What follows belongs to an exercise in optimizing a design on an open flow for small area, a short achievable clock period and few clock cycles per item; a production flow would make more cautious choices. Only simulation tests tie the RTL to the original design; equivalence was not proved.

// float_mul_pipe
module float_mul_pipe #(
  parameter int E_BIT = 8,
  parameter int F_BIT = 23,
  parameter int TAG_W = 4
) (
  input  logic                 clk,
  input  logic                 rst,
  input  logic                 in_valid,
  output logic                 in_ready,
  input  logic [E_BIT+F_BIT:0] in_a,
  input  logic [E_BIT+F_BIT:0] in_b,
  input  logic [TAG_W-1:0]     in_tag,
  output logic                 out_valid,
  input  logic                 out_ready,
  output logic [E_BIT+F_BIT:0] out_p,
  output logic [TAG_W-1:0]     out_tag,
  output logic [3:0]           out_flags
);
  localparam logic [1:0] C_NUM = 2'd0, C_ZERO = 2'd1, C_INF = 2'd2, C_NAN = 2'd3;
  logic r_v0, r_v1, r_ov;
  logic w_adv;
  assign w_adv     = out_ready | ~r_ov;
  assign in_ready  = w_adv;
  assign out_valid = r_ov;
  logic [7:0]  w_ea, w_eb;
  logic [22:0] w_fa, w_fb;
  logic        w_za, w_zb, w_ia, w_ib, w_na, w_nb;
  logic [1:0]  w_cls0;
  logic [23:0] w_mb;
  logic [11:0] w_neg, w_one, w_two;
  assign w_ea = in_a[30:23];
  assign w_eb = in_b[30:23];
  assign w_fa = in_a[22:0];
  assign w_fb = in_b[22:0];
  assign w_za = (w_ea == 8'd0);
  assign w_zb = (w_eb == 8'd0);
  assign w_ia = (w_ea == 8'hFF) && (w_fa == 23'd0);
  assign w_ib = (w_eb == 8'hFF) && (w_fb == 23'd0);
  assign w_na = (w_ea == 8'hFF) && (w_fa != 23'd0);
  assign w_nb = (w_eb == 8'hFF) && (w_fb != 23'd0);
  always_comb begin
    if (w_na | w_nb | (w_ia & w_zb) | (w_za & w_ib)) w_cls0 = C_NAN;
    else if (w_ia | w_ib)                            w_cls0 = C_INF;
    else if (w_za | w_zb)                            w_cls0 = C_ZERO;
    else                                             w_cls0 = C_NUM;
  end
  assign w_mb = {1'b1, w_fb};
  always_comb begin
    for (int i = 0; i < 12; i++) begin
      logic bh, bm, bl;
      bh = w_mb[2*i+1];
      bm = w_mb[2*i];
      bl = (i == 0) ? 1'b0 : w_mb[2*i-1];
      w_one[i] = bm ^ bl;
      w_two[i] = (bh & ~bm & ~bl) | (~bh & bm & bl);
      w_neg[i] = bh & ~(bm & bl);
    end
  end
  function automatic logic [4:0] tz23(input logic [22:0] f);
    tz23 = 5'd23;
    for (int k = 22; k >= 0; k--) if (f[k]) tz23 = 5'(k);
  endfunction
  logic [5:0] w_tz;
  ...
clock: 8.0 ns
lec_check: 0
cap_margin: 20
core_margin: 2
core_utilization: 80
cts_buf_list: sky130_fd_sc_hd__clkbuf_4 sky130_fd_sc_hd__clkbuf_8
setup_slack_margin: 4.4
slew_margin: 20
synth_hierarchical: 1
synth_minimum_keep_size: 0
standard.sh (not shown) runs the stock make flow with config.mk's settings and CLKGATE_MAP_FILE= SYNTH_SCRIPT=/design/flow/synth_recipe.tcl, a recipe that flattens the netlist after the stock synthesis.
==> flow/flow/run.sh <==
#!/bin/bash
# The standard layout, with plain buf_1 cells (instead of the delay cells that
# buffer_ports picks by default) as the buffers on the input and output ports.
set -euo pipefail
bash standard.sh "BUFFER_PORTS_ARGS=-buffer_cell sky130_fd_sc_hd__buf_1" finish > flow_make.log 2>&1
The starting point aborted during global routing (5_1_grt).
Testbench counts at the start, summed over its fixed seeds: cycles 160,024, items 160,000.
Change:
==> flow/run.sh (new file) <==
#!/bin/bash
# synth_recipe.tcl (not shown) runs the flow's synth.tcl, then flattens the netlist and writes it again
# the make line also repeats each setting of config.mk as NAME=value (left out here)
make -C /OpenROAD-flow-scripts/flow DESIGN_CONFIG=/design/flow/config.mk WORK_HOME=/design/flow/orfs CLKGATE_MAP_FILE= SYNTH_SCRIPT=/design/flow/synth_recipe.tcl finish
CORE_UTILIZATION = 70   (was 80)
SETUP_SLACK_MARGIN = 4.0   (was 4.4)
removed: flow/flow/run.sh
removed: flow/standard.sh
What happened: Now the flow passed the timing, design-rule and antenna checks; synthesized area does not change; synthesized cell count does not change.
Change:
==> flow/flow/run.sh (new file) <==
#!/bin/bash
# The standard layout, with plain buf_1 cells (instead of the delay cells that
# buffer_ports picks by default) as the buffers on the input and output ports.
set -euo pipefail
bash standard.sh "BUFFER_PORTS_ARGS=-buffer_cell sky130_fd_sc_hd__buf_1" finish > flow_make.log 2>&1
==> flow/standard.sh (new file) <==
#!/bin/bash
# synth_recipe.tcl (not shown) runs the flow's synth.tcl, then flattens the netlist and writes it again
# the make line also repeats each setting of config.mk as NAME=value (left out here)
make -C /OpenROAD-flow-scripts/flow DESIGN_CONFIG=/design/flow/config.mk WORK_HOME=/design/flow/orfs CLKGATE_MAP_FILE= SYNTH_SCRIPT=/design/flow/synth_recipe.tcl "${@:-finish}"
removed: flow/run.sh
Global-route usage grows by 0.58 points.
Clock-buffer cell count goes up by 2.
Final area fell by 1.7%.
Critical path depth is lower by 10.
Area after synthesis stays the same.

==> port drivers added, routing unchanged <==
How much do the figures lean on ideal ports? The routed layouts below were timed once more, with nothing changed but the port constraints.
Step 1 (the two cells are an assumption about what drives the block):
set clk [get_ports {clk}]
set_driving_cell -lib_cell sky130_fd_sc_hd__clkbuf_16 $clk
set_driving_cell -lib_cell sky130_fd_sc_hd__buf_2 [delete_from_list [all_inputs] $clk]
Step 2 times the ports against the registers' clock, not the clock port: input delays grow and output delays shrink by t, the midpoint of the rising clock arrivals with the driver on.
Three values: ideal, step 1, step 2; two values: the first two.
run	shift t [ns]	slack for setup (ns)	worst hold slack (ns)	worst data-port slew with drivers (ns)
the second run	0.653	3.994 / 3.985 / 3.331	0.417 / 0.417 / 0.417	0.08
the third run	0.655	3.916 / 3.916 / 3.324	0.418 / 0.418 / 0.418	0.08
After both steps setup and hold are still met in every run listed. The setup slack of the second run, which loses most, moves by -0.009 ns with the drivers and by -0.663 ns with both steps.
